Source: an optimization exercise on an open RTL-to-GDS flow (aim: small area, a short achievable clock period and few clock cycles per item). Production flows keep margins and buffers that such runs may drop.
The RTL was checked by simulation tests, not by an equivalence proof against the original design.
No activity file was given, so power comes from the tool's default toggle rates.

### run.sh
#!/bin/bash
# synth_recipe.tcl (not shown) runs the flow's synth.tcl, then flattens the netlist and writes it again
# the make line also repeats each setting of config.mk as NAME=value (left out here)
make -C /OpenROAD-flow-scripts/flow DESIGN_CONFIG=/design/flow/config.mk WORK_HOME=/design/flow/orfs CLKGATE_MAP_FILE= SYNTH_SCRIPT=/design/flow/synth_recipe.tcl finish
### config.mk
export PLATFORM = sky130hd
export DESIGN_NAME = mem_responder
export DESIGN_NICKNAME = mem_responder
export VERILOG_FILES = /design/flow/design.v
export SDC_FILE = /design/flow/constraint.sdc
export NUM_CORES = 4
export LEC_CHECK = 0
export CAP_MARGIN = 30
export CORE_MARGIN = 2
export CORE_UTILIZATION = 40
export SLEW_MARGIN = 50
export SYNTH_MEMORY_MAX_BITS = 16384
### constraint.sdc
create_clock -name core_clock -period 5.5 [get_ports {clk}]
set_input_delay 1.1000 -clock core_clock [delete_from_list [all_inputs] [get_ports {clk}]]
set_output_delay 1.1000 -clock core_clock [all_outputs]
set_load 0.01 [all_outputs]
### design.v
package mem_pkg;
    localparam int MEM_DATA_W = 16;
    localparam int MEM_ADDR_W = 8;
    typedef enum logic [1:0] {
        S_IDLE,
        S_WAIT,
        S_RESP
    } state_t;
    localparam logic OP_RD = 1'b0;
    localparam logic OP_WR = 1'b1;
endpackage
module mem_resp_ram #(
    parameter int DATA_W = 16,
    parameter int DEPTH  = 256
) (
    input  logic                     clk,
    input  logic                     we,
    input  logic [$clog2(DEPTH)-1:0] idx,
    input  logic [DATA_W-1:0]        din,
    output logic [DATA_W-1:0]        dout
);
    logic [DATA_W-1:0] mem_q [DEPTH];
    always_ff @(posedge clk) begin
        if (we) begin
            mem_q[idx] <= din;
        end
        dout <= mem_q[idx];
    end
endmodule
import mem_pkg::*;
module mem_responder #(
    parameter int DATA_W  = MEM_DATA_W,
    parameter int ADDR_W  = MEM_ADDR_W,
    parameter int DEPTH   = 256
) (
    input  logic              clk,
    input  logic              reset,
    input  logic              bus_read,
    input  logic              bus_write,
    input  logic [ADDR_W-1:0] bus_addr,
    input  logic [DATA_W-1:0] bus_wdata,
    output logic [DATA_W-1:0] bus_rdata,
    output logic              bus_rvalid,
    output logic              bus_wdone,
    output logic              bus_busy,
    output logic              bus_err
);
    logic              rd1_q, wr1_q;
    logic [ADDR_W-1:0] addr1_q;
    logic [DATA_W-1:0] wdata1_q;
    logic              rd2_q, wr2_q;
    logic [DATA_W-1:0] ram_dout;
    always_ff @(posedge clk) begin
        if (reset) begin
            rd1_q <= 1'b0;
            wr1_q <= 1'b0;
        end else begin
            rd1_q <= bus_read && !bus_write;
            wr1_q <= bus_write;
        end
    end
    always_ff @(posedge clk) begin
        addr1_q  <= bus_addr;
        wdata1_q <= bus_wdata;
    end
    always_ff @(posedge clk) begin
        if (reset) begin
            rd2_q <= 1'b0;
            wr2_q <= 1'b0;
        end else begin
            rd2_q <= rd1_q;
            wr2_q <= wr1_q;
        end
    end
    mem_resp_ram #(
        .DATA_W (DATA_W),
        .DEPTH  (DEPTH)
    ) u_ram (
        .clk  (clk),
        .we   (wr1_q),
        .idx  (addr1_q),
        .din  (wdata1_q),
        .dout (ram_dout)
    );
    assign bus_rdata  = ram_dout;
    assign bus_rvalid = rd2_q;
    assign bus_wdone  = wr2_q;
    assign bus_busy   = 1'b0;
    assign bus_err    = 1'b0;
endmodule
==> results.ini, run 1 <==
[hold_path]
whs_path_depth=1
worstHoldStart=rd1_q
hold_end=rd2_q
hp-class=flip-flop to flip-flop

[critical_path]
r2r.worst_path.cells=8
endpoint_kind=flip-flop
max_stage_delay_ns=0.80
regToRegEndpoint=u_ram.dout[4]
crit_chain=buf_4 -> buf_6 -> mux4_2 -> a22oi_1 -> a21oi_1 -> o41ai_2 -> buf_4 -> nand4_1
critPathMaxFanout=47
path_buf_inv=3
cp_common_cell=buf_4
arrival_ns=4.82
reg2reg_from=addr1_q[1]
required_ns=6.30
cpMaxStageDelayCell=o41ai_2
rrSetupSlack_ns=1.48
cp-start-kind=flip-flop
crit_family=buffers and inverters
path_class=flip-flop to flip-flop

[clocking]
clock_path_buffers=4
cts_sinks=4140
cts_resized=0
cts_tree=yes
clk_pin_slew_ns=0.06
post_cts_buffers=0
worstSkewPairLatency_ns=1.00
cts_hold_buf=0
root_buffer=clkbuf_16
ctsHtreeMaxLevel=5
cts_made_buffers=422

[outcome]
status=finished clean

[synth]
synth-xor-area-share_pct=0
synth_compound_area_share_pct=3.644
syn_area_mm2=0.1560
synth-simple-area-share_pct=0.9191
syn_inst=6762
synth_fa_ha_area_share_pct=0
synth_commonest_cells=edfxtp_1 (4096), mux4_2 (1024), a22oi_1 (512)
synth_top_area_share_pct=78.84
synth_top_area_cell=edfxtp_1
ys.flop_type=edfxtp_1
yosysMostFrequentCell=edfxtp_1
ys_warn_count=2
ys_seq_elements=4140
synth_top_cells_by_area=edfxtp_1 (79%), mux4_2 (15%), a22oi_1 (2.5%)
synth-edff-count=4096
yosysSeqAreaShare_pct=79.40
synth_top_family_by_area=multiplexers
synthMuxAreaShare_pct=14.78
synthArstFlopShare_pct=0
synth_cell_types=24
avgSynthCellArea_um2=23.07

[sta]
fin_crit_sh_pct=73.11
worstMarginPinSlew_ns=0.8352
tns_ns=0
slew_headroom_pct=43.59
fin_crit_ns=4.021
hold_viol=0
hold_slack_ns=0.4541
clock_skew_ns=0.06437
rsz0062_at_grt=no
finalSetupViolCount=0
fmax_mhz=248.7
maxSlewViolCount=0

[floorplanning]
num_rows=229
die_h_um=628.5
io_pins=48
die_area_mm2=0.3950
initial_core_util_pct=40.13
core_area_mm2=0.3888
die_w_um=628.5

[detailed_routing]
vias=75540
ant_nets=0
firstDrtPassIters=6
totalWireLength_um=410100
wl_per_cell_um=31.76
drc=0
drt_iter0_drc=9467
avgViaCountPerCell=5.850

[placed_design]
port_buffers=45
dp.cells=12110
hpwl_um=243600
gp_congestion=0.8174

[final_layout]
fillCellCount=31700
fin_nets=7373
fin_cells=12910
regArea_mm2=0.1239
fin_util_pct=46.54
multi_input_area_mm2=0.03112
area_growth_pct=15.98
layout-drive-gt1-share_pct=30.41

[pwr]
power_mw=65.87
power.density_mw_per_mm2=364.0
ir_worst_vdd_v=0.0003225
p_leak_nw=55.61

[grt]
grt_pass1_wl_um=579800
grt_use_total_pct=20.35
antenna_found_initial=14
gr-total-overflow=0
grt_max_degree=160
grt_pass1_vias=75990

[job]
cap_viol_max_count=0

worst max path at each step:
stage                 from           endpoint  slack, ns  depth (start not counted)
2_1_floorplan  wdata1_q[0]  u_ram.mem_q[0][0]       1.27                          0
3_3_place_gp    addr1_q[0]      u_ram.dout[0]       0.33                          8
3_5_place_dp    addr1_q[1]      u_ram.dout[4]       1.30                          8
4_1_cts         addr1_q[1]      u_ram.dout[4]       1.29                          8
5_1_grt         addr1_q[0]     u_ram.dout[11]       1.45                          9
6_report        addr1_q[1]      u_ram.dout[4]       1.48                          8
state kept, by name, indices dropped and copies added (netlist names):
| signal | flops |
|---|---|
| rd1_q | 1 |
| wr1_q | 1 |
| rd2_q | 1 |
| u_ram.dout | 16 |
| addr1_q | 8 |
| u_ram.mem_q | 4096 |
| wr2_q | 1 |
| wdata1_q | 16 |
per-stage QoR:
step,worst slack [ns],cell area (um^2)
after floorplan,1.266,156000
after global placement,0.3339,165800
after detailed placement,1.300,167100
after CTS,1.295,180600
after global routing,1.450,180900
final,1.479,180900
metal layers:
layer  track usage, %  vias to the layer above  routed length [um]
met3            3.125                      621               30820
met2            33.24                     3393              201300
met5                0                        -                  44
li1                 -                    30370                   -
met1            28.26                    41150              164600
met4            6.461                        8               13320
layout make-up:
class	count	area share [%]
antenna	11	0.01521
clock buffer	505	6.077
clock inverter	279	1.376
inverter	1	0.002074
multi-input combinational	2200	17.20
sequential	4140	68.50
tap	5197	3.594
timing repair buffer	580	3.238
cell usage in the layout, fill, tap and decap left out, types with 10 or more instances in the layout:
cell type,synthesis,routed
clkinvlp_4,0,13
edfxtp_1,4096,4096
bufinv_16,0,34
nor3_2,0,23
clkdlybuf4s50_1,0,45
mux4_2,1024,1024
a22oi_1,512,512
inv_6,0,10
nor2_1,233,204
o41ai_1,64,29
clkbuf_1,250,74
o41ai_2,0,28
nor2_4,0,10
dfxtp_4,0,18
nand4_1,16,16
buf_12,0,76
a21oi_2,0,33
clkbuf_16,0,425
nand2_1,28,19
buf_6,26,19
dfxtp_1,44,26
diode_2,0,11
nor2_2,0,19
buf_4,17,418
buf_16,0,18
clkinv_2,0,98
clkinv_1,0,102
a21oi_1,256,223
where the power goes:
| group | switching (mW) | internal, mW |
|---|---|---|
| sequential | 0.146 | 34.7 |
| clock | 12.1 | 15.9 |
| combinational | 1.90 | 1.09 |
| total | 14.2 | 51.7 |
cell families after synthesis:
logic type	Yosys count
buffers and inverters	423
and+or+nand+nor	342
AOI/OAI and AO/OA	832
other	1
muxes	1024
DFF	4140
Testbench counts, summed over its fixed seeds: cycles 24,016, items 24,000.
==> run 2, diff against run 1 <==
--- a/design.v
+++ b/design.v
@@ -14,16 +14,27 @@
     parameter int DEPTH  = 256
 ) (
-    input  logic                     clk,
-    input  logic                     we,
-    input  logic [$clog2(DEPTH)-1:0] idx,
-    input  logic [DATA_W-1:0]        din,
-    output logic [DATA_W-1:0]        dout
+    input  logic              clk,
+    input  logic              we,
+    input  logic [DEPTH-1:0]  row_sel,
+    input  logic [DATA_W-1:0] din,
+    output logic [DATA_W-1:0] dout
 );
     logic [DATA_W-1:0] mem_q [DEPTH];
+    logic [DATA_W-1:0] rd_or;
     always_ff @(posedge clk) begin
-        if (we) begin
-            mem_q[idx] <= din;
+        for (int r = 0; r < DEPTH; r++) begin
+            if (we && row_sel[r]) begin
+                mem_q[r] <= din;
+            end
         end
-        dout <= mem_q[idx];
+    end
+    always_comb begin
+        rd_or = '0;
+        for (int r = 0; r < DEPTH; r++) begin
+            rd_or = rd_or | (mem_q[r] & {DATA_W{row_sel[r]}});
+        end
+    end
+    always_ff @(posedge clk) begin
+        dout <= rd_or;
     end
 endmodule
@@ -47,5 +58,5 @@
 );
     logic              rd1_q, wr1_q;
-    logic [ADDR_W-1:0] addr1_q;
+    logic [DEPTH-1:0]  row1_q;
     logic [DATA_W-1:0] wdata1_q;
     logic              rd2_q, wr2_q;
@@ -61,5 +72,7 @@
     end
     always_ff @(posedge clk) begin
-        addr1_q  <= bus_addr;
+        for (int r = 0; r < DEPTH; r++) begin
+            row1_q[r] <= (bus_addr == ADDR_W'(r));
+        end
         wdata1_q <= bus_wdata;
     end
@@ -77,9 +90,9 @@
         .DEPTH  (DEPTH)
     ) u_ram (
-        .clk  (clk),
-        .we   (wr1_q),
-        .idx  (addr1_q),
-        .din  (wdata1_q),
-        .dout (ram_dout)
+        .clk     (clk),
+        .we      (wr1_q),
+        .row_sel (row1_q),
+        .din     (wdata1_q),
+        .dout    (ram_dout)
     );
     assign bus_rdata  = ram_dout;
==> run 2 against run 1 <==
Still clean. Cell area shrank 2.3%. Routed wire length shrank 0.41%. Critical path depth shrank 7. Sequential share of layout area grew 4.5 points. Via count grew 6.9%. Cell count grew 5.1%. Setup slack gained 0.48 ns. First-iteration DRC count grew 12%. Clock-buffer cell count grew 63. Area after synthesis shrank 0.59%.
==> results.ini, run 2 <==
[outcome]
status=finished clean

[clocking]
clk_pin_slew_ns=0.06  ; about the same
cts_sinks=4388  ; +6.0%
cts_hold_buf=0  ; unchanged
cts_resized=0  ; unchanged
ctsHtreeMaxLevel=5  ; unchanged
post_cts_buffers=0  ; unchanged
clock_path_buffers=4  ; unchanged
cts_made_buffers=426  ; +0.95%
worstSkewPairLatency_ns=0.99  ; about the same
cts_tree=yes
root_buffer=clkbuf_16

[synth]
ys_seq_elements=4388  ; +6.0%
syn_inst=7907  ; +17%
avgSynthCellArea_um2=19.62  ; -15%
synth_compound_area_share_pct=11.58  ; +7.9 points
synth_cell_types=22  ; -8.3%
synth-simple-area-share_pct=3.158  ; +2.2 points
synthArstFlopShare_pct=0  ; unchanged
synth_top_area_share_pct=79.30  ; +0.47 points
synth_fa_ha_area_share_pct=0  ; unchanged
synth-xor-area-share_pct=0  ; unchanged
synth-edff-count=4096  ; unchanged
yosysMostFrequentCell=edfxtp_1
synthMuxAreaShare_pct=0  ; -15 points
syn_area_mm2=0.1551  ; -0.59%
synth_commonest_cells=edfxtp_1 (4096), a221oi_1 (1024), a22o_1 (1003)
ys.flop_type=edfxtp_1
yosysSeqAreaShare_pct=83.07  ; +3.7 points
synth_top_cells_by_area=edfxtp_1 (79%), a221oi_1 (5.8%), a22o_1 (5.7%)
synth_top_family_by_area=compound AO/OA/AOI/OAI gates
ys_warn_count=3  ; +1
synth_top_area_cell=edfxtp_1

[grt]
grt_use_total_pct=20.19  ; -0.16 points
gr-total-overflow=0  ; unchanged
grt_max_degree=144  ; -10%
antenna_found_initial=14  ; unchanged
grt_pass1_wl_um=577000  ; -0.48%
grt_pass1_vias=78080  ; +2.8%

[detailed_routing]
firstDrtPassIters=5  ; -1
drc=0  ; unchanged
totalWireLength_um=408400  ; -0.41%
ant_nets=0  ; unchanged
wl_per_cell_um=30.09  ; -5.3%
drt_iter0_drc=10610  ; +12%
vias=80780  ; +6.9%
avgViaCountPerCell=5.951  ; +1.7%

[sta]
fmax_mhz=282.6  ; +14%
worstMarginPinSlew_ns=0.8008  ; -0.03437 ns
finalSetupViolCount=0  ; unchanged
fin_crit_ns=3.539  ; -0.4822 ns
hold_slack_ns=0.4692  ; +0.01508 ns
tns_ns=0  ; unchanged
fin_crit_sh_pct=64.34  ; -8.8 points
hold_viol=0  ; unchanged
slew_headroom_pct=46.61  ; +3.0 points
maxSlewViolCount=0  ; unchanged
rsz0062_at_grt=no
clock_skew_ns=0.07419  ; +0.009820 ns

[placed_design]
port_buffers=45  ; unchanged
hpwl_um=249500  ; +2.4%
placed_area_mm2=0.1618  ; -3.1%
gp_congestion=0.8400  ; +2.8%

[final_layout]
final_cell_mix=edfxtp_1 (4096), a221oi_1 (1013), a22o_1 (1003)
reg.largest.list=u_ram.mem_q x4096, row1_q x256
multi_input_area_mm2=0.02389  ; -23%
largest_register=u_ram.mem_q
finalInstanceArea_mm2=0.1768  ; -2.3%
area_growth_pct=13.98
largest_reg_flops=4096  ; unchanged
fin_nets=8038  ; +9.0%
layout-drive-gt1-share_pct=16.14  ; -14 points
mostFrequentLayoutCell=edfxtp_1
fillCellCount=31870  ; +0.52%
regArea_mm2=0.1291  ; +4.1%

[critical_path]
crit_chain=clkdlybuf4s50_1
crit_family=flip-flops
arrival_ns=2.44  ; -2.38 ns
cpMaxStageDelayCell=dfxtp_1
max_stage_delay_ns=0.76  ; -0.04 ns
path_class=flip-flop to output port
endpoint_kind=output port
critPathMaxFanout=1  ; -98%
path_buf_inv=1  ; -2
required_ns=4.40  ; -1.90 ns
cp-start-kind=flip-flop

[floorplanning]
num_rows=228  ; -0.44%
die_w_um=626.7  ; -0.29%
core_area_mm2=0.3860  ; -0.73%
io_pins=48  ; unchanged
die_h_um=626.7  ; -0.29%
initial_core_util_pct=40.18  ; +0.058 points
die_area_mm2=0.3927  ; -0.58%

[pwr]
power_mw=67.75  ; +2.8%
power.density_mw_per_mm2=383.2  ; +5.3%
p_leak_nw=54.97  ; -1.2%
ir_worst_vdd_v=0.0002942  ; -8.8%

[job]
cap_viol_max_count=0  ; unchanged

[hold_path]
hp-class=flip-flop to flip-flop

run 2: changes by cell type after synthesis, moves of 100 or more:
cell / previous run / this run
a21oi_1: 256 / 0
a221oi_1: 0 / 1024
a22o_1: 0 / 1003
a22oi_1: 512 / 0
and2_1: 3 / 255
buf_6: 26 / 126
dfxtp_1: 44 / 292
mux4_2: 1024 / 0
nand4_1: 16 / 274
run 2: power breakdown:
group | switching, mW | total (mW) | leakage, nW | internal [mW]
Combinational | 1.02 | 1.34 | 8.73 | 0.317
Sequential | 0.212 | 36.7 | 39.2 | 36.5
Clock | 12.6 | 29.7 | 7.01 | 17.1
Total | 13.8 | 67.7 | 55.0 | 53.9
run 2: cell families (layout without fill, tap and decap cells):
family / after synthesis / after routing
other cells: 1 / 12
buf+inv: 574 / 1054
simple gates: 896 / 896
flops: 4388 / 4388
compound gates: 2048 / 2048
run 2: area by class of cell:
| cell class | instances | area share, % |
|---|---|---|
| clock buffers | 568 | 6.606 |
| repair buffers | 248 | 1.646 |
| well taps | 5175 | 3.663 |
| flip-flops and latches | 4388 | 73.01 |
| diodes | 10 | 0.01416 |
| clock inverters | 238 | 1.549 |
| multi-input cells | 2946 | 13.52 |
run 2: path summary, 6_finish.rpt:
kind / cells after the start / to / start / slack (ns)
worst max-delay path: 1 / bus_rdata[4] / u_ram.dout[4] / 1.96
worst min-delay path: 1 / rd2_q / rd1_q / 0.47
worst max register to register: 5 / u_ram.dout[9] / row1_q[24] / 2.31
worst min register to register: 1 / rd2_q / rd1_q / 0.47
run 2: routing by layer:
| metal | GRT usage (%) | routed length, um | vias to the layer above |
|---|---|---|---|
| li1 | - | - | 33950 |
| met1 | 28.31 | 168300 | 42520 |
| met2 | 32.10 | 192500 | 3724 |
| met3 | 3.503 | 33750 | 580 |
| met4 | 6.482 | 13760 | 6 |
| met5 | 0 | 51 | - |
run 2: metrics by stage:
stage	setup WS, ns	util (%)	std cells
after floorplan	1.266	-	7908
after global placement	1.161	41.44	12650
after detailed placement	2.017	41.93	12740
after CTS	1.897	45.66	13540
after global routing	1.973	45.80	13570
final	1.961	45.80	13570
Testbench counts of run 2, summed over its fixed seeds: cycles 24,016, items 24,000.
==> run 3, diff against run 2 <==
--- a/config.mk
+++ b/config.mk
@@ -9,4 +9,5 @@
 export CORE_MARGIN = 2
 export CORE_UTILIZATION = 40
+export SETUP_SLACK_MARGIN = 2.7
 export SLEW_MARGIN = 50
 export SYNTH_MEMORY_MAX_BITS = 16384
==> run 3 against run 2 <==
Clock power is 2% lower. Synthesized cell count stayed put. Critical path type is now flip-flop to flip-flop. Non-clock buffer count is 5 higher. Die area stayed put. Critical endpoint is now u_ram.dout[9]. Routed wire length is 0.23% lower. Clock-buffer cell count is 48 higher. Utilization hardly changed. Fmax is 24% higher. Via count is 0.36% lower.
==> results.ini, run 3 <==
[synth]
synth_top_cells_by_area=edfxtp_1 (79%), a221oi_1 (5.8%), a22o_1 (5.7%)
syn_inst=7907  ; unchanged
synth_commonest_cells=edfxtp_1 (4096), a221oi_1 (1024), a22o_1 (1003)
synth_top_area_cell=edfxtp_1
avgSynthCellArea_um2=19.62  ; unchanged
yosysMostFrequentCell=edfxtp_1
synth-edff-count=4096  ; unchanged
ys.flop_type=edfxtp_1
ys_seq_elements=4388  ; unchanged
synth_top_area_share_pct=79.30  ; unchanged
syn_area_mm2=0.1551  ; unchanged
yosysSeqAreaShare_pct=83.07  ; unchanged
ys_warn_count=3  ; unchanged
synth_cell_types=22  ; unchanged
synthArstFlopShare_pct=0  ; unchanged

[hold_path]
worstHoldStart=rd1_q
hp-class=flip-flop to flip-flop

[final_layout]
fin_nets=8043  ; +0.062%
layout-drive-gt1-share_pct=16.32  ; +0.17 points
largest_register=u_ram.mem_q
final_cell_mix=edfxtp_1 (4096), a22o_1 (1003), a221oi_1 (989)
reg.largest.list=u_ram.mem_q x4096, row1_q x256
largest_reg_flops=4096  ; unchanged
mostFrequentLayoutCell=edfxtp_1
fillCellCount=31810  ; -0.18%
finalInstanceArea_mm2=0.1769  ; about the same
area_growth_pct=14.09  ; about the same

[detailed_routing]
avgViaCountPerCell=5.917  ; -0.58%
drc=0  ; unchanged
wl_per_cell_um=29.96  ; -0.44%
ant_nets=0  ; unchanged
totalWireLength_um=407500  ; -0.23%
vias=80480  ; -0.36%
firstDrtPassIters=7  ; +2
drt_iter0_drc=10040  ; -5.4%

[sta]
finalSetupViolCount=0  ; unchanged
fmax_mhz=351.1  ; +24%
fin_crit_ns=2.848  ; -0.6906 ns
maxSlewViolCount=0  ; unchanged
rsz0062_at_grt=yes
hold_viol=0  ; unchanged
worstMarginPinSlew_ns=0.7953  ; -0.005540 ns
slew_headroom_pct=46.58  ; about the same
fin_crit_sh_pct=51.78  ; -13 points
tns_ns=0  ; unchanged
clock_skew_ns=0.03636  ; -0.03782 ns

[critical_path]
required_ns=6.30  ; +1.90 ns
path_class=flip-flop to flip-flop
crit_chain=buf_4 -> a22o_1 -> a221oi_1 -> nand4_1 -> nor4_2 -> nand4_1
cp_common_cell=nand4_1
critPathMaxFanout=9  ; +8
cpMaxStageDelayCell=a221oi_1
endpoint_kind=flip-flop
arrival_ns=3.65  ; +1.21 ns
startpoint=row1_q[6]
cp-start-kind=flip-flop
max_stage_delay_ns=0.57  ; -0.19 ns
reg2reg_from=row1_q[6]

[clocking]
worstSkewPairLatency_ns=0.96  ; -0.03 ns
root_buffer=clkbuf_16
clock_path_buffers=4  ; unchanged
cts_sinks=4388  ; unchanged
ctsHtreeMaxLevel=5  ; unchanged
post_cts_buffers=0  ; unchanged
cts_hold_buf=0  ; unchanged
cts_made_buffers=426  ; unchanged
clk_pin_slew_ns=0.06  ; about the same
cts_tree=yes

[floorplanning]
io_pins=48  ; unchanged
core_area_mm2=0.3860  ; unchanged
initial_core_util_pct=40.18  ; unchanged
die_w_um=626.7  ; unchanged
die_area_mm2=0.3927  ; unchanged
die_h_um=626.7  ; unchanged
num_rows=228  ; unchanged

[grt]
grt_pass1_wl_um=575400  ; -0.28%
grt_max_degree=125  ; -13%
grt_use_total_pct=20.16  ; -0.031 points
gr-total-overflow=0  ; unchanged
antenna_found_initial=22  ; +8
grt_pass1_vias=78200  ; +0.15%

[outcome]
status=finished clean

[job]
cap_viol_max_count=0  ; unchanged

[placed_design]
port_buffers=45  ; unchanged
placed_area_mm2=0.1619  ; about the same
gp_congestion=0.8414  ; +0.17%
hpwl_um=249500  ; about the same

[pwr]
power.density_mw_per_mm2=380.3  ; -0.76%
ir_worst_vdd_v=0.0002602  ; -12%
p_leak_nw=55.09  ; +0.23%

[run 3: cell count changes in the layout (fill, tap and decap cells not counted), moves of 11 or more]
cell	before	now
a221oi_1	1013	989
clkdlybuf4s50_1	45	26
clkbuf_1	97	118
dfxtp_1	154	169
dfxtp_4	17	31
clkbuf_8	42	64
a221oi_2	11	34
bufinv_16	44	33
dfxtp_2	121	92
diode_2	10	36
clkinvlp_4	22	9
[run 3: worst paths after layout]
path	to	slack (ns)	depth (start not counted)
setup / recovery	u_ram.dout[9]	2.65	6
hold / removal	rd2_q	0.45	1
setup reg to reg	u_ram.dout[9]	2.65	6
hold reg to reg	rd2_q	0.45	1
[run 3: area by class of cell]
| class | count | area, um^2 | share of cell area [%] |
|---|---|---|---|
| Sequential cell | 4388 | 129100 | 72.95 |
| Multi-Input combinational cell | 2946 | 24170 | 13.66 |
| Clock buffer | 616 | 12210 | 6.899 |
| Tap cell | 5175 | 6475 | 3.659 |
| Timing Repair Buffer | 253 | 2995 | 1.693 |
| Clock inverter | 188 | 1936 | 1.094 |
| Antenna cell | 36 | 90.09 | 0.05091 |
[run 3: routing by layer]
layer	track usage (%)	up-vias	part of all wire, %
met5	0	-	0.012
met4	5.858	8	3.1
met3	3.282	562	8.0
met2	32.52	3581	48
met1	28.25	42360	41
li1	-	33970	-
[run 3: per-stage QoR]
step	power [mW]	worst slack, ns	std cells	hold WS [ns]	utilization [%]
4_1_cts	67.60	2.589	13540	0.4606	45.66
2_1_floorplan	37.76	3.018	7908	0.4138	-
3_5_place_dp	38.76	1.785	12740	0.4426	41.95
3_3_place_gp	38.62	1.234	12670	0.4364	41.45
6_report	67.30	2.652	13600	0.4494	45.84
5_1_grt	68.89	2.635	13590	0.4801	45.84
[run 3: critical path, delay by kind of cell (launching register included)]
kind            cells  cell delay, ns
simple gates        3            1.24
compound gates      2            0.81
flops               1            0.43
buf+inv             1            0.23
[run 3: where the power goes]
| part | total (mW) | switching (mW) | internal [mW] |
|---|---|---|---|
| Sequential | 36.7 | 0.201 | 36.5 |
| Combinational | 1.33 | 1.03 | 0.295 |
| Clock | 29.2 | 12.3 | 17.0 |
[run 3: cells by family (layout without fill, tap and decap cells)]
| kind of cell | after synthesis | in the layout | share of synthesized area [%] |
|---|---|---|---|
| compound gates | 2048 | 2048 | 11.58 |
| buf+inv | 574 | 1057 | 2.185 |
| flops | 4388 | 4388 | 83.07 |
| other cells | 1 | 38 | 0.002418 |
| simple gates | 896 | 896 | 3.158 |
[run 3: timing repair]
item / 4_1_cts / 5_1_grt
pin swaps: 16 / 20
resized for setup: 100 / 21
setup endpoints to repair: 29 / 13
cloned: 0 / 0
==> run 4, diff against run 3 <==
--- a/design.v
+++ b/design.v
@@ -10,4 +10,11 @@
     localparam logic OP_WR = 1'b1;
 endpackage
+module mem_rd_aoi3 (
+    input  logic s0, s1, s2,
+    input  logic d0, d1, d2,
+    output logic y_n
+);
+    assign y_n = ~((s0 & d0) | (s1 & d1) | (s2 & d2));
+endmodule
 module mem_resp_ram #(
     parameter int DATA_W = 16,
@@ -15,22 +22,42 @@
 ) (
     input  logic              clk,
-    input  logic              we,
-    input  logic [DEPTH-1:0]  row_sel,
+    input  logic [15:0]       hi_we,
+    input  logic [15:0]       hi_sel,
+    input  logic [15:0]       lo_sel,
     input  logic [DATA_W-1:0] din,
     output logic [DATA_W-1:0] dout
 );
+    localparam int NG = DEPTH / 3;    
     logic [DATA_W-1:0] mem_q [DEPTH];
+    logic [DEPTH-1:0]  rsel;
+    logic [DATA_W-1:0] grp_n [NG];
+    logic [DATA_W-1:0] last_n;
     logic [DATA_W-1:0] rd_or;
+    always_comb begin
+        for (int r = 0; r < DEPTH; r++) begin
+            rsel[r] = hi_sel[r / 16] & lo_sel[r % 16];
+        end
+    end
     always_ff @(posedge clk) begin
         for (int r = 0; r < DEPTH; r++) begin
-            if (we && row_sel[r]) begin
+            if (hi_we[r / 16] && lo_sel[r % 16]) begin
                 mem_q[r] <= din;
             end
         end
     end
+    for (genvar g = 0; g < NG; g++) begin : g_grp
+        for (genvar b = 0; b < DATA_W; b++) begin : g_bit
+            mem_rd_aoi3 u_aoi (
+                .s0 (rsel[3*g]),   .s1 (rsel[3*g+1]),   .s2 (rsel[3*g+2]),
+                .d0 (mem_q[3*g][b]), .d1 (mem_q[3*g+1][b]), .d2 (mem_q[3*g+2][b]),
+                .y_n(grp_n[g][b])
+            );
+        end
+    end
     always_comb begin
-        rd_or = '0;
-        for (int r = 0; r < DEPTH; r++) begin
-            rd_or = rd_or | (mem_q[r] & {DATA_W{row_sel[r]}});
+        last_n = ~(mem_q[DEPTH-1] & {DATA_W{rsel[DEPTH-1]}});
+        rd_or  = ~last_n;
+        for (int g = 0; g < NG; g++) begin
+            rd_or = rd_or | ~grp_n[g];
         end
     end
@@ -58,5 +85,5 @@
 );
     logic              rd1_q, wr1_q;
-    logic [DEPTH-1:0]  row1_q;
+    logic [15:0]       hi1_q, hiw1_q, lo1_q;
     logic [DATA_W-1:0] wdata1_q;
     logic              rd2_q, wr2_q;
@@ -64,14 +91,19 @@
     always_ff @(posedge clk) begin
         if (reset) begin
-            rd1_q <= 1'b0;
-            wr1_q <= 1'b0;
+            rd1_q  <= 1'b0;
+            wr1_q  <= 1'b0;
+            hiw1_q <= '0;
         end else begin
             rd1_q <= bus_read && !bus_write;
             wr1_q <= bus_write;
+            for (int k = 0; k < 16; k++) begin
+                hiw1_q[k] <= bus_write && (bus_addr[7:4] == 4'(k));
+            end
         end
     end
     always_ff @(posedge clk) begin
-        for (int r = 0; r < DEPTH; r++) begin
-            row1_q[r] <= (bus_addr == ADDR_W'(r));
+        for (int k = 0; k < 16; k++) begin
+            hi1_q[k] <= (bus_addr[7:4] == 4'(k));
+            lo1_q[k] <= (bus_addr[3:0] == 4'(k));
         end
         wdata1_q <= bus_wdata;
@@ -90,9 +122,10 @@
         .DEPTH  (DEPTH)
     ) u_ram (
-        .clk     (clk),
-        .we      (wr1_q),
-        .row_sel (row1_q),
-        .din     (wdata1_q),
-        .dout    (ram_dout)
+        .clk    (clk),
+        .hi_we  (hiw1_q),
+        .hi_sel (hi1_q),
+        .lo_sel (lo1_q),
+        .din    (wdata1_q),
+        .dout   (ram_dout)
     );
     assign bus_rdata  = ram_dout;
--- a/config.mk
+++ b/config.mk
@@ -11,3 +11,4 @@
 export SETUP_SLACK_MARGIN = 2.7
 export SLEW_MARGIN = 50
+export SYNTH_HIERARCHICAL = 1
 export SYNTH_MEMORY_MAX_BITS = 16384
==> run 4 against run 3 <==
Largest power group unchanged. Cell area down 3.8%. Fmax down 9.5%. Clock skew up 0.037 ns. Combinational power up 6%. Synthesized cell count down 15%. Largest cell class unchanged. Cell count down 7.5%. Hold slack worse by 0.0067 ns. Highest routed layer unchanged. Flip-flop and latch count down 208. Register-to-register slack worse by 0.30 ns. Setup slack worse by 0.30 ns. Utilization up 1.2 points.
==> results.ini, run 4 <==
[critical_path]
endpoint_kind=flip-flop
arrival_ns=3.98  ; +0.33 ns
critPathMaxFanout=16  ; +7
required_ns=6.33  ; +0.03 ns
path_class=flip-flop to flip-flop
cp-start-kind=flip-flop

[clocking]
cts_hold_buf=0  ; unchanged
cts_tree=yes
ctsHtreeMaxLevel=5  ; unchanged
root_buffer=clkbuf_16
cts_made_buffers=409  ; -4.0%
clock_path_buffers=4  ; unchanged
clk_pin_slew_ns=0.07  ; about the same
worstSkewPairLatency_ns=0.99  ; +0.03 ns
cts_sinks=4180  ; -4.7%

[floorplanning]
die_area_mm2=0.3679  ; -6.3%
core_area_mm2=0.3620  ; -6.2%
die_w_um=606.6  ; -3.2%
initial_core_util_pct=40.12  ; -0.058 points
io_pins=48  ; unchanged
die_h_um=606.6  ; -3.2%
num_rows=221  ; -3.1%

[final_layout]
largest_register=u_ram.mem_q
area_growth_pct=17.26
final_cell_mix=edfxtp_1 (4096), a222oi_1 (1360), clkbuf_16 (414)
largest_reg_flops=4096  ; unchanged
fin_cells=12590  ; -7.5%
mostFrequentLayoutCell=edfxtp_1
fin_nets=7454  ; -7.3%
layout-drive-gt1-share_pct=20.29  ; +4.0 points

[sta]
fin_crit_sh_pct=57.22  ; +5.4 points
maxSlewViolCount=0  ; unchanged
fin_crit_ns=3.147  ; +0.2990 ns
hold_slack_ns=0.4427  ; -0.006674 ns
fmax_mhz=317.8  ; -9.5%
clock_skew_ns=0.07364  ; +0.03728 ns
rsz0062_at_grt=yes
slew_headroom_pct=44.65  ; -1.9 points
setup_ws_ns=2.353  ; -0.2990 ns
hold_viol=0  ; unchanged
finalSetupViolCount=0  ; unchanged
worstMarginPinSlew_ns=0.8302  ; +0.03495 ns
tns_ns=0  ; unchanged

[synth]
synth_cell_types=26  ; +18%
ys.flop_type=edfxtp_1
synth_commonest_cells=edfxtp_1 (4096), a222oi_1 (1360), and2_1 (511)
synth_top_area_share_pct=84.69  ; +5.4 points
avgSynthCellArea_um2=21.71  ; +11%
ys_warn_count=11  ; +8
synth-edff-count=4096  ; unchanged
syn_inst=6691  ; -15%
synth_top_cells_by_area=edfxtp_1 (85%), a222oi_1 (9.4%), and2_1 (2.2%)
synth_top_area_cell=edfxtp_1
yosysMostFrequentCell=edfxtp_1
synthArstFlopShare_pct=0  ; unchanged
ys_seq_elements=4180  ; -4.7%
yosysSeqAreaShare_pct=85.85  ; +2.8 points
syn_area_mm2=0.1452  ; -6.4%

[grt]
grt_max_degree=152  ; +22%
grt_use_total_pct=21.74  ; +1.6 points
grt_pass1_vias=75920  ; -2.9%
grt_pass1_wl_um=574000  ; -0.24%
gr-total-overflow=0  ; unchanged
antenna_found_initial=26  ; +18%

[pwr]
seq_power_share_pct=54.9  ; +0.3 points
pwr-share-clk_pct=42.9  ; -0.5 points
p_leak_nw=52.86  ; -4.1%
internal_power_mw=51.11  ; -5.0%
p_switching_mw=12.97  ; -3.8%
ir_worst_vdd_v=0.0003065  ; +18%
power.density_mw_per_mm2=376.3  ; -1.1%
p_sw_share_pct=20.24  ; +0.20 points
combinationalPowerShare_pct=2.2  ; +0.2 points

[placed_design]
post-place-ws_ns=1.580  ; -0.2057 ns
gp_congestion=0.8669  ; +3.0%
port_buffers=45  ; unchanged
hpwl_um=244700  ; -1.9%
dp.cells=11610  ; -8.9%

[detailed_routing]
drt_iter0_drc=17410  ; +73%
totalWireLength_um=414200  ; +1.7%
ant_nets=0  ; unchanged
wl_per_cell_um=32.91  ; +9.9%
drc=0  ; unchanged
vias=80030  ; -0.56%
avgViaCountPerCell=6.358  ; +7.4%
firstDrtPassIters=11  ; +4

[job]
cap_viol_max_count=0  ; unchanged

[hold_path]
hp-class=flip-flop to flip-flop

[outcome]
status=finished clean

run 4: changes by cell type after synthesis, moves of 209 or more:
cell / delta
and2_1: +256
a221oi_1: -1024
nor2_1: -223
a22o_1: -1003
a222oi_1: +1360
clkbuf_1: -209
run 4: per-layer routing:
metal / global-route usage [%] / share of wire [%] / vias to the layer above
met5: 0 / 0.012 / -
met4: 7.808 / 3.5 / 8
met3: 3.932 / 11 / 621
met2: 34.34 / 47 / 5208
met1: 30.31 / 38 / 41630
li1: - / - / 32560
run 4: logic make-up after synthesis:
kind of cell / after synthesis / synth area share, %
AO/OA/AOI/OAI: 1376 / 9.490
buffers and inverters: 89 / 0.2516
flip-flops: 4180 / 85.85
other: 1 / 0.002582
AND/OR/NAND/NOR: 1045 / 4.408
run 4: layout make-up:
type / instances / area, um^2
Fill cell: 29340 / 191700
Sequential cell: 4180 / 124900
Multi-Input combinational cell: 2432 / 21710
Clock buffer: 525 / 10890
Tap cell: 4794 / 5998
Timing Repair Buffer: 403 / 4507
Clock inverter: 232 / 2285
Antenna cell: 22 / 55.05
run 4: power groups by stage:
stage / Sequential [mW] / Clock (mW) / Combinational [mW]
final: 35.2 / 27.5 / 1.41
after global routing: 35.2 / 28.9 / 1.45
after CTS: 35.2 / 27.8 / 1.34
after detailed placement: 35.9 / 0 / 1.24
after global placement: 35.9 / 0 / 1.12
after floorplan: 36.0 / 0 / 0.184
run 4: path summary, 6_finish.rpt:
check	start	end	slack, ns	cells after the start
min	wr1_q	wr2_q	0.44	1
max reg2reg	lo1_q[0]	u_ram.dout[2]	2.35	7
max	lo1_q[0]	u_ram.dout[2]	2.35	7
min reg2reg	wr1_q	wr2_q	0.44	1
run 4: timing repair:
action / CTS / global route
endpoints found under the hold margin: 0 / 0
endpoints found under the setup margin: 34 / 19
setup buffers: 124 / 47
gates resized for setup: 414 / 59
pin swaps: 222 / 119
cloned: 8 / 4
run 4: Yosys stat by module, one instance, submodules excluded, excerpt:
module         copies in the design  flops+latches
mem_responder                     1             68
mem_rd_aoi3                    1360              0
run 4: worst max-delay path, stage by stage (launching register included):
cell	delay, ns
dfxtp_4	0.37
buf_16	0.19
and2_2	0.33
a222oi_1	0.67
nand4_1	0.30
nor4_4	0.63
and4_4	0.41
nand3_2	0.07
run 4: through the flow:
step / utilization (%) / cell area (um^2) / total power, mW
after global placement: 42.23 / 152800 / 37.04
after CTS: 46.73 / 169100 / 64.29
after floorplan: - / 145300 / 36.20
after detailed placement: 42.51 / 153900 / 37.11
final: 47.05 / 170300 / 64.08
after global routing: 47.04 / 170300 / 65.54
Testbench counts of run 4, summed over its fixed seeds: cycles 24,016, items 24,000.
==> run 5, diff against run 4 <==
--- a/config.mk
+++ b/config.mk
@@ -6,9 +6,11 @@
 export NUM_CORES = 4
 export LEC_CHECK = 0
-export CAP_MARGIN = 30
+export CAP_MARGIN = 20
 export CORE_MARGIN = 2
-export CORE_UTILIZATION = 40
+export CORE_UTILIZATION = 60
+export CTS_CLUSTER_DIAMETER = 150
+export CTS_CLUSTER_SIZE = 30
 export SETUP_SLACK_MARGIN = 2.7
-export SLEW_MARGIN = 50
+export SLEW_MARGIN = 20
 export SYNTH_HIERARCHICAL = 1
 export SYNTH_MEMORY_MAX_BITS = 16384
==> run 5 against run 4 <==
Die area fell by 33%. Synthesized cell count unchanged. Clock-buffer cell count is 281 lower. Routed wire length shrank 2.2%. Fmax decreased by 7.6%. Combinational power shrank 13%. Setup slack worse by 0.26 ns. Cell area down 7.4%. Power fell by 20%. Sequential power about the same. Via count shrank 2.4%. Highest routed layer unchanged.
==> results.ini, run 5 <==
[outcome]
status=finished clean

[detailed_routing]
drt_iter0_drc=17560  ; +0.87%
ant_nets=0  ; unchanged
totalWireLength_um=405300  ; -2.2%
drc=0  ; unchanged
vias=78130  ; -2.4%
wl_per_cell_um=39.07  ; +19%
firstDrtPassIters=10  ; -1
avgViaCountPerCell=7.532  ; +18%

[clocking]
ctsHtreeMaxLevel=4  ; -1
cts_hold_buf=0  ; unchanged
clock_path_buffers=3  ; -1
cts_sinks=4180  ; unchanged
cts_tree=yes
cts_made_buffers=157  ; -62%
root_buffer=clkbuf_16
clk_pin_slew_ns=0.11  ; +0.04 ns
worstSkewPairLatency_ns=0.89  ; -0.10 ns

[grt]
grt_pass1_vias=71660  ; -5.6%
grt_max_degree=176  ; +16%
gr-total-overflow=0  ; unchanged
grt_pass1_wl_um=555600  ; -3.2%
grt_use_total_pct=32.26  ; +11 points
antenna_found_initial=43  ; +65%

[sta]
tns_ns=0  ; unchanged
maxSlewViolCount=0  ; unchanged
fin_crit_ns=3.405  ; +0.2583 ns
hold_viol=0  ; unchanged
rsz0062_at_grt=yes
fin_crit_sh_pct=61.92  ; +4.7 points
worstMarginPinSlew_ns=1.332  ; +0.5023 ns
finalSetupViolCount=0  ; unchanged
clock_skew_ns=0.03981  ; -0.03383 ns
hold_slack_ns=0.4505  ; +0.007741 ns
fmax_mhz=293.7  ; -7.6%
setup_ws_ns=2.095  ; -0.2583 ns
slew_headroom_pct=11.17  ; -33 points

[final_layout]
fin_cells=10370  ; -18%
mostFrequentLayoutCell=edfxtp_1
fin_nets=7102  ; -4.7%
area_growth_pct=8.624
final_cell_mix=edfxtp_1 (4096), a222oi_1 (1360), and2_1 (361)
finalInstanceArea_mm2=0.1578  ; -7.4%
largest_register=u_ram.mem_q
fillCellCount=15800  ; -46%
fin_util_pct=65.59  ; +19 points
layout-drive-gt1-share_pct=10.34  ; -10 points
largest_reg_flops=4096  ; unchanged

[placed_design]
post-place-ws_ns=1.221  ; -0.3586 ns
placed_area_mm2=0.1508  ; -2.0%
port_buffers=45  ; unchanged
gp_congestion=0.8649  ; -0.23%
hpwl_um=236800  ; -3.2%
dp.cells=9955  ; -14%

[floorplanning]
core_area_mm2=0.2405  ; -34%
die_area_mm2=0.2460  ; -33%
die_h_um=496.0  ; -18%
die_w_um=496.0  ; -18%
io_pins=48  ; unchanged
initial_core_util_pct=60.38  ; +20 points
num_rows=180  ; -19%

[synth]
synth_top_area_cell=edfxtp_1
synthArstFlopShare_pct=0  ; unchanged
syn_area_mm2=0.1452  ; unchanged
yosysSeqAreaShare_pct=85.85  ; unchanged
synth_commonest_cells=edfxtp_1 (4096), a222oi_1 (1360), and2_1 (511)
yosysMostFrequentCell=edfxtp_1
synth_cell_types=26  ; unchanged
ys.flop_type=edfxtp_1
synth_top_cells_by_area=edfxtp_1 (85%), a222oi_1 (9.4%), and2_1 (2.2%)
synth-edff-count=4096  ; unchanged
ys_seq_elements=4180  ; unchanged
ys_warn_count=11  ; unchanged
synth_top_area_share_pct=84.69  ; unchanged
syn_inst=6691  ; unchanged
avgSynthCellArea_um2=21.71  ; unchanged

[critical_path]
endpoint_kind=flip-flop
max_stage_delay_ns=0.65  ; -0.02 ns
cpMaxStageDelayCell=nor4_4
path_class=flip-flop to flip-flop
arrival_ns=4.19  ; +0.21 ns
crit_chain=buf_12 -> and2_4 -> buf_4 -> a222oi_1 -> nand4_1 -> nor4_4 -> buf_4 -> and4_4 -> nand3_2
cp_common_cell=buf_4
cp-start-kind=flip-flop
crit_family=simple AND/OR/NAND/NOR gates
required_ns=6.28  ; -0.05 ns
critPathMaxFanout=12  ; -4
path_buf_inv=3  ; +2

[pwr]
ir_worst_vdd_v=0.0003523  ; +15%
power_mw=51.04  ; -20%
power.density_mw_per_mm2=323.5  ; -14%
p_leak_nw=47.59  ; -10%

[job]
cap_viol_max_count=0  ; unchanged

[hold_path]
hp-class=flip-flop to flip-flop

==> run 5: cell count changes in the layout (fill, tap and decap cells not counted), moves of 13 or more <==
| cell | change |
|---|---|
| buf_16 | -17 |
| clkinv_2 | -68 |
| clkinv_1 | -89 |
| clkbuf_16 | -249 |
| and2_4 | -39 |
| clkbuf_1 | -19 |
| nor4_4 | +13 |
| buf_12 | -20 |
| buf_4 | -33 |
| nor4_2 | -19 |
| and2_1 | +309 |
| and2_2 | -274 |
| bufinv_16 | -37 |
==> run 5: repair_timing <==
item / CTS / global route
pin swaps: 165 / 109
gates cloned: 4 / 4
resized for setup: 362 / 54
setup buffers: 99 / 36
endpoints found under the setup margin: 46 / 18
endpoints found under the hold margin: 0 / 0
==> run 5: cell families (layout without fill, tap and decap cells) <==
logic type | Yosys count | count (layout) | synth area share (%)
compound gates | 1376 | 1376 | 9.490
buf+inv | 89 | 559 | 0.2516
simple gates | 1045 | 1050 | 4.408
other cells | 1 | 23 | 0.002582
flops | 4180 | 4180 | 85.85
==> run 5: layout make-up <==
| cell class | instances | area, um^2 | share of cell area, % |
|---|---|---|---|
| diodes | 21 | 52.55 | 0.03331 |
| clock buffers | 244 | 4383 | 2.778 |
| clock inverters | 8 | 81.33 | 0.05155 |
| multi-input cells | 2428 | 21280 | 13.49 |
| flip-flops and latches | 4180 | 124900 | 79.14 |
| well taps | 3185 | 3985 | 2.526 |
| repair buffers | 307 | 3122 | 1.979 |
==> run 5: power by group <==
part	internal [mW]	leakage [nW]	switching, mW
combinational	0.281	7.92	0.941
clock	5.61	2.15	9.00
sequential	35.0	37.5	0.227
==> run 5: per-layer routing <==
metal / share of wire (%) / track usage, % / wire length (um) / up-vias
met5: 0.021 / 0 / 87 / -
met2: 46 / 48.99 / 188100 / 5047
met1: 39 / 49.37 / 158500 / 41030
met4: 3.3 / 9.661 / 13490 / 12
met3: 11 / 4.801 / 45090 / 509
li1: - / - / - / 31530
==> run 5: final timing paths <==
path	start	end	slack, ns	cells past startpoint
worst max-delay path	lo1_q[2]	u_ram.dout[3]	2.09	9
worst min-delay path	wr1_q	wr2_q	0.45	1
worst max register to register	lo1_q[2]	u_ram.dout[3]	2.09	9
worst min register to register	wr1_q	wr2_q	0.45	1
==> run 5: Yosys stat by module (local to each module, per instance), a selection <==
module	flops+latches	cells	area (um^2)	times used
mem_responder	68	145	1733	1
mem_rd_aoi3	0	1	10.01	1360
==> run 5: worst reg2reg max path, delay by kind of cell (launching register included) <==
kind                   cells  cell delay, ns
flip-flops                 1            0.43
AO/OA/AOI/OAI              1            0.45
buffers and inverters      3            0.59
AND/OR/NAND/NOR            5            1.86
==> run 6, diff against run 5 <==
--- a/design.v
+++ b/design.v
@@ -19,5 +19,6 @@
 module mem_resp_ram #(
     parameter int DATA_W = 16,
-    parameter int DEPTH  = 256
+    parameter int DEPTH  = 256,
+    parameter int BLK    = 32
 ) (
     input  logic              clk,
@@ -28,10 +29,10 @@
     output logic [DATA_W-1:0] dout
 );
-    localparam int NG = DEPTH / 3;    
+    localparam int NB = DEPTH / BLK;         
+    localparam int NG = (BLK + 2) / 3;       
     logic [DATA_W-1:0] mem_q [DEPTH];
     logic [DEPTH-1:0]  rsel;
-    logic [DATA_W-1:0] grp_n [NG];
-    logic [DATA_W-1:0] last_n;
-    logic [DATA_W-1:0] rd_or;
+    logic [DATA_W-1:0] part_q [NB];
+    logic [DATA_W-1:0] dout_d;
     always_comb begin
         for (int r = 0; r < DEPTH; r++) begin
@@ -46,22 +47,42 @@
         end
     end
-    for (genvar g = 0; g < NG; g++) begin : g_grp
-        for (genvar b = 0; b < DATA_W; b++) begin : g_bit
-            mem_rd_aoi3 u_aoi (
-                .s0 (rsel[3*g]),   .s1 (rsel[3*g+1]),   .s2 (rsel[3*g+2]),
-                .d0 (mem_q[3*g][b]), .d1 (mem_q[3*g+1][b]), .d2 (mem_q[3*g+2][b]),
-                .y_n(grp_n[g][b])
-            );
+    for (genvar k = 0; k < NB; k++) begin : g_blk
+        logic [DATA_W-1:0] grp_n [NG];
+        logic [DATA_W-1:0] part_d;
+        for (genvar g = 0; g < NG; g++) begin : g_grp
+            localparam int R0 = k * BLK + 3 * g;
+            if (3 * g + 2 < BLK) begin : g_full
+                for (genvar b = 0; b < DATA_W; b++) begin : g_bit
+                    mem_rd_aoi3 u_aoi (
+                        .s0 (rsel[R0]),      .s1 (rsel[R0+1]),      .s2 (rsel[R0+2]),
+                        .d0 (mem_q[R0][b]),  .d1 (mem_q[R0+1][b]),  .d2 (mem_q[R0+2][b]),
+                        .y_n(grp_n[g][b])
+                    );
+                end
+            end else if (3 * g + 1 < BLK) begin : g_two
+                assign grp_n[g] = ~((mem_q[R0] & {DATA_W{rsel[R0]}}) |
+                                    (mem_q[R0+1] & {DATA_W{rsel[R0+1]}}));
+            end else begin : g_one
+                assign grp_n[g] = ~(mem_q[R0] & {DATA_W{rsel[R0]}});
+            end
+        end
+        always_comb begin
+            part_d = '0;
+            for (int g = 0; g < NG; g++) begin
+                part_d = part_d | ~grp_n[g];
+            end
+        end
+        always_ff @(posedge clk) begin
+            part_q[k] <= part_d;
         end
     end
     always_comb begin
-        last_n = ~(mem_q[DEPTH-1] & {DATA_W{rsel[DEPTH-1]}});
-        rd_or  = ~last_n;
-        for (int g = 0; g < NG; g++) begin
-            rd_or = rd_or | ~grp_n[g];
+        dout_d = '0;
+        for (int k = 0; k < NB; k++) begin
+            dout_d = dout_d | part_q[k];
         end
     end
     always_ff @(posedge clk) begin
-        dout <= rd_or;
+        dout <= dout_d;
     end
 endmodule
@@ -88,4 +109,5 @@
     logic [DATA_W-1:0] wdata1_q;
     logic              rd2_q, wr2_q;
+    logic              rd3_q, wr3_q;
     logic [DATA_W-1:0] ram_dout;
     always_ff @(posedge clk) begin
@@ -113,7 +135,11 @@
             rd2_q <= 1'b0;
             wr2_q <= 1'b0;
+            rd3_q <= 1'b0;
+            wr3_q <= 1'b0;
         end else begin
             rd2_q <= rd1_q;
             wr2_q <= wr1_q;
+            rd3_q <= rd2_q;
+            wr3_q <= wr2_q;
         end
     end
@@ -130,6 +156,6 @@
     );
     assign bus_rdata  = ram_dout;
-    assign bus_rvalid = rd2_q;
-    assign bus_wdone  = wr2_q;
+    assign bus_rvalid = rd3_q;
+    assign bus_wdone  = wr3_q;
     assign bus_busy   = 1'b0;
     assign bus_err    = 1'b0;
==> run 6 against run 5 <==
Register-to-register slack improved by 0.51 ns. Flip-flop and latch count increased by 130. Routed wire length increased by 1.7%. Cell count increased by 3.7%. Still clean. Critical path depth decreased by 3. Critical endpoint is now u_ram.part_q[3][6]. Critical path type unchanged. Global-route usage decreased by 0.28 points. Sequential power increased by 3%.
==> results.ini, run 6 <==
[synth]
syn_inst=7063  ; +5.6%
synth_fa_ha_area_share_pct=0  ; unchanged
synth_top_area_share_pct=82.40  ; -2.3 points
synth_top_area_cell=edfxtp_1
syn_area_mm2=0.1493  ; +2.8%
synthMuxAreaShare_pct=0  ; unchanged
ys_warn_count=28  ; +17
ys_seq_elements=4310  ; +3.1%
synthArstFlopShare_pct=0  ; unchanged
avgSynthCellArea_um2=21.14  ; -2.6%
ys.flop_type=edfxtp_1
synth-edff-count=4096  ; unchanged
synth_top_family_by_area=compound AO/OA/AOI/OAI gates
synth-simple-area-share_pct=4.561  ; +0.15 points
synth_cell_types=31  ; +19%
synth-xor-area-share_pct=0  ; unchanged
yosysMostFrequentCell=edfxtp_1
yosysSeqAreaShare_pct=85.27  ; -0.58 points
synth_compound_area_share_pct=9.782  ; +0.29 points
synth_commonest_cells=edfxtp_1 (4096), a222oi_1 (1280), and2_1 (508)
synth_top_cells_by_area=edfxtp_1 (82%), a222oi_1 (8.6%), dfxtp_1 (2.9%)

[placed_design]
placed_area_mm2=0.1544  ; +2.3%
port_buffers=45  ; unchanged
dp.cells=10420  ; +4.6%
hpwl_um=245500  ; +3.7%
gp_congestion=0.8569  ; -0.92%

[floorplanning]
core_area_mm2=0.2480  ; +3.1%
num_rows=183  ; +1.7%
initial_core_util_pct=60.20  ; -0.18 points
die_h_um=502.8  ; +1.4%
die_area_mm2=0.2528  ; +2.8%
die_w_um=502.8  ; +1.4%
io_pins=48  ; unchanged

[detailed_routing]
drc=0  ; unchanged
wl_per_cell_um=38.33  ; -1.9%
ant_nets=0  ; unchanged
vias=79030  ; +1.2%
totalWireLength_um=412300  ; +1.7%
firstDrtPassIters=10  ; unchanged
drt_iter0_drc=17020  ; -3.1%
avgViaCountPerCell=7.348  ; -2.4%

[critical_path]
arrival_ns=3.67  ; -0.52 ns
regToRegEndpoint=u_ram.part_q[3][6]
required_ns=6.28  ; about the same
crit_chain=buf_4 -> and2_2 -> a222oi_1 -> nand4_1 -> a2111oi_2 -> nand2_1
crit_family=compound AO/OA/AOI/OAI gates
path_buf_inv=1  ; -2
path_class=flip-flop to flip-flop
r2r.worst_path.cells=6  ; -3
critPathMaxFanout=19  ; +7
cpMaxStageDelayCell=a222oi_1
cp-start-kind=flip-flop
reg2reg_from=lo1_q[8]
endpoint_kind=flip-flop
rrSetupSlack_ns=2.61  ; +0.51 ns
max_stage_delay_ns=0.73  ; +0.08 ns

[pwr]
combinationalPowerShare_pct=2.0  ; -0.4 points
p_sw_share_pct=20.01  ; +0.080 points
pwr-share-clk_pct=29.1  ; +0.5 points
ir_worst_vdd_v=0.0003686  ; +4.6%
p_leak_nw=48.78  ; +2.5%
power.density_mw_per_mm2=329.5  ; +1.8%
internal_power_mw=42.17  ; +3.2%
p_switching_mw=10.55  ; +3.7%
seq_power_share_pct=68.9  ; about the same

[job]
cap_viol_max_count=0  ; unchanged

[grt]
grt_pass1_vias=72880  ; +1.7%
grt_pass1_wl_um=564700  ; +1.6%
grt_max_degree=169  ; -4.0%
antenna_found_initial=29  ; -33%
gr-total-overflow=0  ; unchanged
grt_use_total_pct=31.98  ; -0.28 points

[hold_path]
worstHoldStart=u_ram.mem_q[222][11]
hold_end=u_ram.part_q[6][11]
whs_path_depth=2  ; +1
hp-class=flip-flop to flip-flop

[final_layout]
fin_cells=10760  ; +3.7%
largest_register=u_ram.mem_q
layout-drive-gt1-share_pct=7.527  ; -2.8 points
mostFrequentLayoutCell=edfxtp_1
fin_nets=7302  ; +2.8%
largest_reg_flops=4096  ; unchanged
reg.largest.list=u_ram.mem_q x4096, u_ram.part_q x128
finalInstanceArea_mm2=0.1600  ; +1.4%
fin_util_pct=64.52  ; -1.1 points
area_growth_pct=7.186
final_cell_mix=edfxtp_1 (4096), a222oi_1 (1280), and2_1 (390)

[clocking]
cts_sinks=4310  ; +3.1%
root_buffer=clkbuf_16
clk_pin_slew_ns=0.12  ; about the same
cts_made_buffers=161  ; +2.5%
worstSkewPairLatency_ns=0.89  ; about the same
cts_tree=yes
ctsHtreeMaxLevel=4  ; unchanged
clock_path_buffers=3  ; unchanged
cts_hold_buf=0  ; unchanged

[sta]
worstMarginPinSlew_ns=1.281  ; -0.05196 ns
finalSetupViolCount=0  ; unchanged
fin_crit_sh_pct=52.59  ; -9.3 points
slew_headroom_pct=13.84  ; +2.7 points
clock_skew_ns=0.03022  ; -0.009589 ns
fin_crit_ns=2.892  ; -0.5130 ns
hold_slack_ns=0.4491  ; -0.001329 ns
fmax_mhz=345.7  ; +18%
maxSlewViolCount=0  ; unchanged
hold_viol=0  ; unchanged
rsz0062_at_grt=yes
tns_ns=0  ; unchanged

[outcome]
status=finished clean

-- run 6: cell count changes after synthesis, moves of 48 or more --
cell       before   now
a2111oi_0       0    55
a222oi_1     1360  1280
dfxtp_1        84   214
nand2_1        20   335
nand4_1       320   256
nor4_1         81    33
-- run 6: timing repair --
action                                  in CTS  in global routing
endpoints found under the setup margin     134                 75
gates resized for setup                    193                 71
endpoints found under the hold margin        0                  0
pin swaps                                   58                 51
buffers inserted                            10                 13
-- run 6: logic make-up (layout without fill, tap and decap cells) --
family | after synthesis | after routing
buf+inv | 119 | 468
simple gates | 1225 | 1225
other cells | 1 | 15
compound gates | 1408 | 1408
flops | 4310 | 4310
-- run 6: per-layer routing --
metal  global-route usage [%]  part of all wire [%]  up-vias
met4                    8.379                   2.9        6
li1                         -                     -    32090
met1                    48.10                    39    41730
met2                    50.03                    47     4806
met5                        0                0.0068        -
met3                    4.502                    10      403
-- run 6: worst max-delay path by stage --
stage,start,end,slack (ns),depth (start not counted)
finish,lo1_q[8],u_ram.part_q[3][6],2.61,6
floorplan,wdata1_q[0],u_ram.mem_q[0][0],3.02,0
CTS,lo1_q[1],u_ram.part_q[5][0],2.50,6
global route,lo1_q[1],u_ram.part_q[5][0],2.67,6
global placement,lo1_q[1],u_ram.part_q[5][0],1.91,6
detailed placement,lo1_q[1],u_ram.part_q[5][0],1.89,6
-- run 6: worst reg2reg max path: cells and delay by family, from the launching register on --
family	cells	cell delay, ns
buffers and inverters	1	0.34
and+or+nand+nor	3	0.88
AOI/OAI and AO/OA	2	1.07
DFF	1	0.50
-- run 6: area by class of cell --
cell class	count	area [um^2]
clock inverters	4	37.54
diodes	13	32.53
flip-flops and latches	4310	127500
well taps	3330	4167
fillers	16810	87970
clock buffers	298	4756
repair buffers	166	1672
multi-input cells	2635	21890
-- run 6: through the flow --
step | worst slack (ns) | power [mW]
2_1_floorplan | 3.018 | 37.25
3_3_place_gp | 1.909 | 38.08
3_5_place_dp | 1.890 | 38.11
4_1_cts | 2.496 | 52.82
5_1_grt | 2.670 | 53.91
6_report | 2.608 | 52.71
-- run 6: Yosys stat by module, one instance, submodules excluded, a selection --
module         cell area (um^2)  cells inside
mem_rd_aoi3               10.01             1
mem_responder              1789           149
-- run 6: power by group through the flow --
stage	sequential (mW)	combinational [mW]	clock, mW
2_1_floorplan	37.0	0.216	0
3_3_place_gp	37.1	1.02	0
3_5_place_dp	37.1	1.05	0
4_1_cts	36.3	1.05	15.5
5_1_grt	36.3	1.11	16.5
6_report	36.3	1.07	15.3
Testbench counts of run 6, summed over its fixed seeds: cycles 24,024, items 24,000.
==> run 7, diff against run 6 <==
==> config.mk (replaced) <==
export PLATFORM = sky130hd
export DESIGN_NAME = mem_responder
export DESIGN_NICKNAME = mem_responder
export VERILOG_FILES = /design/flow/design.v
export SDC_FILE = /design/flow/constraint.sdc
export NUM_CORES = 4
export LEC_CHECK = 0
export CAP_MARGIN = 10
export CORE_MARGIN = 2
export CORE_UTILIZATION = 70
export CTS_CLUSTER_DIAMETER = 120
export CTS_CLUSTER_SIZE = 24
export SETUP_SLACK_MARGIN = 3.0
export SLEW_MARGIN = 10
export SYNTH_HIERARCHICAL = 1
export SYNTH_MEMORY_MAX_BITS = 16384
==> run 7 against run 6 <==
Still clean. Register-to-register slack gained 0.16 ns. Synthesized cell count is the same. Flip-flop and latch count is the same. Sequential share of layout area shrank 1.1 points. Clock power grew 8%. Cell area grew 1.5%. Critical path type unchanged. Critical endpoint is now u_ram.part_q[3][8]. Largest power group unchanged.
==> results.ini, run 7 <==
[sta]
fin_crit_ns=2.731  ; -0.1618 ns
worstMarginPinSlew_ns=1.413  ; +0.1327 ns
maxSlewViolCount=0  ; unchanged
fin_crit_sh_pct=49.65  ; -2.9 points
slew_headroom_pct=5.787  ; -8.1 points
clock_skew_ns=0.03163  ; +0.001409 ns
tns_ns=0  ; unchanged
fmax_mhz=366.2  ; +5.9%
hold_viol=0  ; unchanged
finalSetupViolCount=0  ; unchanged
rsz0062_at_grt=yes

[floorplanning]
die_w_um=465.8  ; -7.4%
initial_core_util_pct=70.39  ; +10 points
die_h_um=465.8  ; -7.4%
core_area_mm2=0.2121  ; -14%
num_rows=169  ; -7.7%
io_pins=48  ; unchanged
die_area_mm2=0.2170  ; -14%

[synth]
synth_cell_types=31  ; unchanged
synth_top_area_share_pct=82.40  ; unchanged
synth-edff-count=4096  ; unchanged
synth_top_cells_by_area=edfxtp_1 (82%), a222oi_1 (8.6%), dfxtp_1 (2.9%)
ys_warn_count=28  ; unchanged
syn_area_mm2=0.1493  ; unchanged
yosysSeqAreaShare_pct=85.27  ; unchanged
syn_inst=7063  ; unchanged
synth_commonest_cells=edfxtp_1 (4096), a222oi_1 (1280), and2_1 (508)
ys.flop_type=edfxtp_1
synth_top_area_cell=edfxtp_1
ys_seq_elements=4310  ; unchanged
synthArstFlopShare_pct=0  ; unchanged
avgSynthCellArea_um2=21.14  ; unchanged
yosysMostFrequentCell=edfxtp_1

[final_layout]
final_cell_mix=edfxtp_1 (4096), a222oi_1 (1280), nand2_1 (331)
largest_reg_flops=4096  ; unchanged
area_growth_pct=8.749
fin_cells=10440  ; -2.9%
mostFrequentLayoutCell=edfxtp_1
reg.largest.list=u_ram.mem_q x4096, u_ram.part_q x128
fin_nets=7454  ; +2.1%
fin_util_pct=76.54  ; +12 points
largest_register=u_ram.mem_q
finalInstanceArea_mm2=0.1623  ; +1.5%
layout-drive-gt1-share_pct=11.13  ; +3.6 points

[critical_path]
path_class=flip-flop to flip-flop
crit_family=compound AO/OA/AOI/OAI gates
path_buf_inv=1  ; unchanged
crit_chain=buf_8 -> and2_4 -> a222oi_1 -> nand4_1 -> a2111oi_2 -> nand2_1
cpMaxStageDelayCell=a222oi_1
arrival_ns=3.51  ; -0.16 ns
required_ns=6.28  ; about the same
startpoint=lo1_q[8]
endpoint_kind=flip-flop
cp-start-kind=flip-flop
critPathMaxFanout=7  ; -12
reg2reg_from=lo1_q[8]
max_stage_delay_ns=0.80  ; +0.07 ns

[clocking]
root_buffer=clkbuf_16
clk_pin_slew_ns=0.09  ; -0.03 ns
cts_tree=yes
worstSkewPairLatency_ns=0.91  ; +0.02 ns
clock_path_buffers=3  ; unchanged
cts_made_buffers=197  ; +22%
ctsHtreeMaxLevel=4  ; unchanged
cts_sinks=4310  ; unchanged

[pwr]
p_leak_nw=50.22  ; +2.9%
power.density_mw_per_mm2=332.6  ; +0.95%
ir_worst_vdd_v=0.0004099  ; +11%
power_mw=53.99  ; +2.4%

[outcome]
status=finished clean

[detailed_routing]
drt_iter0_drc=20060  ; +18%
ant_nets=0  ; unchanged
wl_per_cell_um=38.41  ; +0.20%
avgViaCountPerCell=7.764  ; +5.7%
totalWireLength_um=401000  ; -2.7%
vias=81060  ; +2.6%
drc=0  ; unchanged
firstDrtPassIters=28  ; +18

[grt]
grt_pass1_vias=74700  ; +2.5%
grt_use_total_pct=36.28  ; +4.3 points
gr-total-overflow=0  ; unchanged
grt_max_degree=187  ; +11%
antenna_found_initial=29  ; unchanged
grt_pass1_wl_um=554200  ; -1.9%

[placed_design]
hpwl_um=230800  ; -6.0%
dp.cells=9890  ; -5.0%
placed_area_mm2=0.1536  ; -0.52%
port_buffers=45  ; unchanged
gp_congestion=0.8847  ; +3.2%

[hold_path]
hp-class=flip-flop to flip-flop
worstHoldStart=u_ram.mem_q[62][3]

[job]
cap_viol_max_count=0  ; unchanged

## run 7: cell counts after synthesis
Identical to the previous run, type by type.
## run 7: worst reg2reg max path, delay by kind of cell (launching register included)
family,cells,cell delay [ns]
flip-flops,1,0.48
AND/OR/NAND/NOR,3,0.74
AO/OA/AOI/OAI,2,1.16
buffers and inverters,1,0.23
## run 7: per-module statistics from Yosys (local to each module, per instance), excerpt
module         copies in the design  area (um^2)  cells
mem_responder                     1         1789    149
mem_rd_aoi3                    1280        10.01      1
## run 7: cell families (layout without fill, tap and decap cells)
kind of cell	count (synthesis)	after routing	share of synthesized area (%)
compound gates	1408	1408	9.782
other cells	1	30	0.002512
simple gates	1225	1234	4.561
buf+inv	119	638	0.3889
flops	4310	4310	85.27
## run 7: per-stage QoR
stage / hold slack, ns / worst slack (ns)
finish: 0.4334 / 2.769
global route: 0.4624 / 2.843
CTS: 0.4431 / 2.886
detailed placement: 0.4222 / 2.075
global placement: 0.4218 / 2.072
floorplan: 0.3876 / 3.018
## run 7: per-layer routing
layer / vias to the layer above / GRT usage (%) / wire, um
li1: 32440 / - / -
met4: 8 / 13.82 / 17840
met2: 6487 / 55.48 / 187400
met1: 41460 / 53.87 / 143500
met5: - / 0 / 48
met3: 670 / 6.173 / 52250
## run 7: final timing paths
| kind | to | slack [ns] | cells past startpoint |
|---|---|---|---|
| setup / recovery | u_ram.part_q[3][8] | 2.77 | 6 |
| hold / removal | u_ram.part_q[1][3] | 0.43 | 2 |
| setup reg to reg | u_ram.part_q[3][8] | 2.77 | 6 |
| hold reg to reg | u_ram.part_q[1][3] | 0.43 | 2 |
## run 7: power breakdown
| part | switching (mW) | total [mW] | leakage, nW | internal [mW] |
|---|---|---|---|---|
| registers | 0.283 | 36.3 | 38.6 | 36.0 |
| logic | 0.927 | 1.19 | 8.91 | 0.265 |
| clock network | 9.46 | 16.5 | 2.73 | 7.08 |
## run 7: final cells by class
cell class | instances | area [um^2]
sequential | 4310 | 127500
fill | 11490 | 49750
multi-input combinational | 2644 | 22580
clock buffer | 362 | 5719
tap | 2821 | 3530
timing repair buffer | 273 | 2957
antenna | 28 | 70.07
clock inverter | 3 | 28.78
## run 7: what timing repair did
item                                   CTS  global route
gates resized for setup                479           158
hold buffers                             0             0
endpoints found under the hold margin    0             0
buffers inserted                        71            71
cloned                                   1            14
setup endpoints to repair              342           143
pin swaps                              211           215

[re-timing with driven ports]
In the flow no input, the clock included, has a driving cell. The finished layouts below were timed again as built, in two steps. Step 1, drivers: a clkbuf_16 drives clk and a buf_2 each remaining input, both assumed. Step 2 moves the port delays by t, midway between the first and last clock arrival at a register: inputs arrive t later, outputs are due t later. That takes back most of the time a late clock gives input paths. Slacks: ideal / step 1 / step 2; pairs: ideal / step 1.
run | t, ns | setup slack, ns | hold slack, ns | slew at the worst register clock pin (ns)
run 1 | 1.064 | 1.479 / 1.479 / 1.479 | 0.454 / 0.454 / 0.454 | 0.07 / 0.07
run 2 | 1.054 | 1.961 / 1.860 / 1.892 | 0.469 / 0.463 / 0.469 | 0.07 / 0.07
run 3 | 1.048 | 2.652 / 2.652 / 1.715 | 0.449 / 0.449 / 0.449 | 0.07 / 0.07
run 4 | 1.055 | 2.353 / 2.353 / 2.312 | 0.443 / 0.443 / 0.443 | 0.07 / 0.07
run 5 | 0.979 | 2.095 / 2.095 / 2.095 | 0.450 / 0.450 / 0.450 | 0.12 / 0.12
run 6 | 0.967 | 2.608 / 2.608 / 2.410 | 0.449 / 0.449 / 0.449 | 0.12 / 0.12
run 7 | 0.980 | 2.769 / 2.769 / 2.289 | 0.433 / 0.433 / 0.433 | 0.10 / 0.10
After both steps every run listed still meets setup and hold. For run 3, which loses most, drivers alone change the setup slack by 0.000 ns; drivers and shift together by -0.937 ns.
